This design comes from an exercise in tuning for a short achievable clock period and few clock cycles on the open sky130 flow, not from production work. In this exercise RTL edits were held to simulation tests only and were not proved equivalent to the original. Power is estimated from default activity; no workload was simulated.

## lane 1
==> flow/design.v (excerpt) <==
module puf_result_uploader #(
  parameter int         ADDR_WIDTH = 13,
  parameter int         DEPTH      = 512,
  parameter logic [7:0] HDR_BYTE   = 8'hA5
) (
  input  logic                  clk_1,
  input  logic                  rst,
  input  logic                  mem_we,
  input  logic [ADDR_WIDTH-1:0] mem_waddr,
  input  logic [7:0]            mem_din,
  input  logic                  test_done,
  input  logic                  rd_start,
  output logic                  out_valid,
  input  logic                  out_ready,
  output logic [7:0]            out_data,
  output logic                  out_last,
  output logic                  armed,
  output logic                  overflow
);
Size: ~4,900 flip-flops, about 39 I/O pins, about 0.17 mm^2 of cells after synthesis.
clock: 6.0 ns
lec_check: 0
cap_margin: 20
core_margin: 2
core_utilization: 60
gpl_timing_driven: 0
setup_slack_margin: 3.5
slew_margin: 20
synth_memory_max_bits: 8192
standard.sh (not shown) runs the stock make flow with config.mk's settings and CLKGATE_MAP_FILE= SYNTH_SCRIPT=/design/flow/synth_recipe.tcl, a recipe that flattens the netlist after the stock synthesis.
==> flow/flow/run.sh <==
#!/bin/bash
# The standard layout (standard.sh, unchanged synthesis), with two resizer settings:
#  * the port buffers are buf_4 cells (left to itself, buffer_ports may pick a delay cell);
#  * gate sizing may swap cells whose footprints differ (MATCH_CELL_FOOTPRINT=0).
# The whole make output goes to flow.log here; ORFS's per-step logs stay under orfs/logs.
set -euo pipefail
export BUFFER_PORTS_ARGS="-buffer_cell sky130_fd_sc_hd__buf_4"
bash standard.sh MATCH_CELL_FOOTPRINT=0 finish > flow.log 2>&1
Testbench counts of lane 1, summed over its fixed seeds: cycles 34,452.
--- input diff lane 1..lane 2 ---
- GPL_TIMING_DRIVEN removed (was 0)
==> flow/run.sh (new file) <==
#!/bin/bash
# synth_recipe.tcl (not shown) runs the flow's synth.tcl, then flattens the netlist and writes it again
# the make line also repeats each setting of config.mk as NAME=value (left out here)
make -C /OpenROAD-flow-scripts/flow DESIGN_CONFIG=/design/flow/config.mk WORK_HOME=/design/flow/orfs CLKGATE_MAP_FILE= SYNTH_SCRIPT=/design/flow/synth_recipe.tcl finish
removed: flow/flow/run.sh
removed: flow/standard.sh
Looking at the reports, lane 2 completed the entire flow and the layout it produced met the timing, design-rule and antenna checks.
[compare] base=lane 1 new=lane 2: combinational power share now smaller, layout buffering overhead excluding clock cells now smaller, count of clock buffers in the final design now smaller.
Re largest net degree at the start of global routing: lane 2 is 105 up on lane 1.
Per the comparison of lane 2 with lane 1, worst setup skew after layout lower, final period demand of the worst path saw a decrease, global-route usage decreased by 11 points relative to the old numbers, number of ordinary and repair buffers in the finished layout lost 664.
### lane 2 -> lane 3
- SETUP_SLACK_MARGIN: 3.5 -> 3.42
## What came out
Diff lane 2..lane 3 | sum of internal, switching and leakage power | negligible
Lane 3 against lane 2: maximum operating frequency held steady; design area held steady.
Setup slack of the critical path after layout: higher on lane 2

========
Another version of the RTL of puf_result_uploader (not shown whole).
For scale: about 9500 cells after synthesis, ~4900 flip-flops, roughly 0.17 sq mm of cells after synthesis.
Settings: LEC_CHECK=0, CAP_MARGIN=20, CORE_MARGIN=2, CORE_UTILIZATION=60, GPL_TIMING_DRIVEN=0, SETUP_SLACK_MARGIN=3.5, SLEW_MARGIN=20, SYNTH_MEMORY_MAX_BITS=8192; clock period 6.0 ns.
run.sh (not shown) runs the stock make flow with config.mk's settings and CLKGATE_MAP_FILE= SYNTH_SCRIPT=/design/flow/synth_recipe.tcl, a recipe that flattens the netlist after the stock synthesis.
Stock flow here: none of the scripts above is used.
The starting point finished but fails on antenna rules.
Testbench counts at the start, summed over its fixed seeds: cycles 34,452.
Edit:
Settings changed: GPL_TIMING_DRIVEN 0 to unset.
This time the run finished with timing, DRC and antenna clean.
Routed wire length falls by a quarter to a third.
Synthesized area does not change.
Die area stays the same.
Hold slack is about the same.
Setup slack gains 0.17 ns.
Clock power grows slightly.
Global-route usage shrinks by 13 points.
Total power stays flat.
Count of clock-buffer cells in the layout fell by 23.
Cell count went down by a few percent.

==> re-timing with driven ports <==
The results above use ideal ports. As a check the final layouts listed here were re-extracted and re-timed, cells and wires unchanged.
Step 1 sets driving cells, clkbuf_16 on the clock port and buf_2 on the other inputs (assumed; they add their load-dependent delay and slew).
Step 2 moves the port delays by t, midway between the first and last clock arrival at a register: inputs arrive t later, outputs are due t later. That takes back most of the time a late clock gives input paths.
a / b / c = ideal ports / drivers / drivers and shift; a / b = the first two.
| run | t, ns | setup slack, ns | hold WS [ns] | worst setup path at the end | slew at the worst register clock pin (ns) |
|---|---|---|---|---|---|
| lane 1 | 1.105 | 3.175 / 3.175 / 2.622 | 0.309 / 0.215 / 0.324 | input to register | 0.07 / 0.07 |
| lane 2 | 1.060 | 3.390 / 3.293 / 2.786 | 0.324 / 0.324 / 0.324 | input to register | 0.07 / 0.07 |
| lane 3 | 1.059 | 3.386 / 3.287 / 2.799 | 0.324 / 0.324 / 0.324 | input to register | 0.07 / 0.07 |
| the first run of note 2 | 1.131 | 3.195 / 3.195 / 2.569 | 0.324 / 0.324 / 0.324 | input to register | 0.07 / 0.07 |
| the second run of note 2 | 1.047 | 3.368 / 3.272 / 2.946 | 0.324 / 0.324 / 0.324 | input to register | 0.07 / 0.07 |
For the first run of note 2, which loses most, drivers alone change the setup slack by 0.000 ns; drivers and shift together by -0.626 ns.
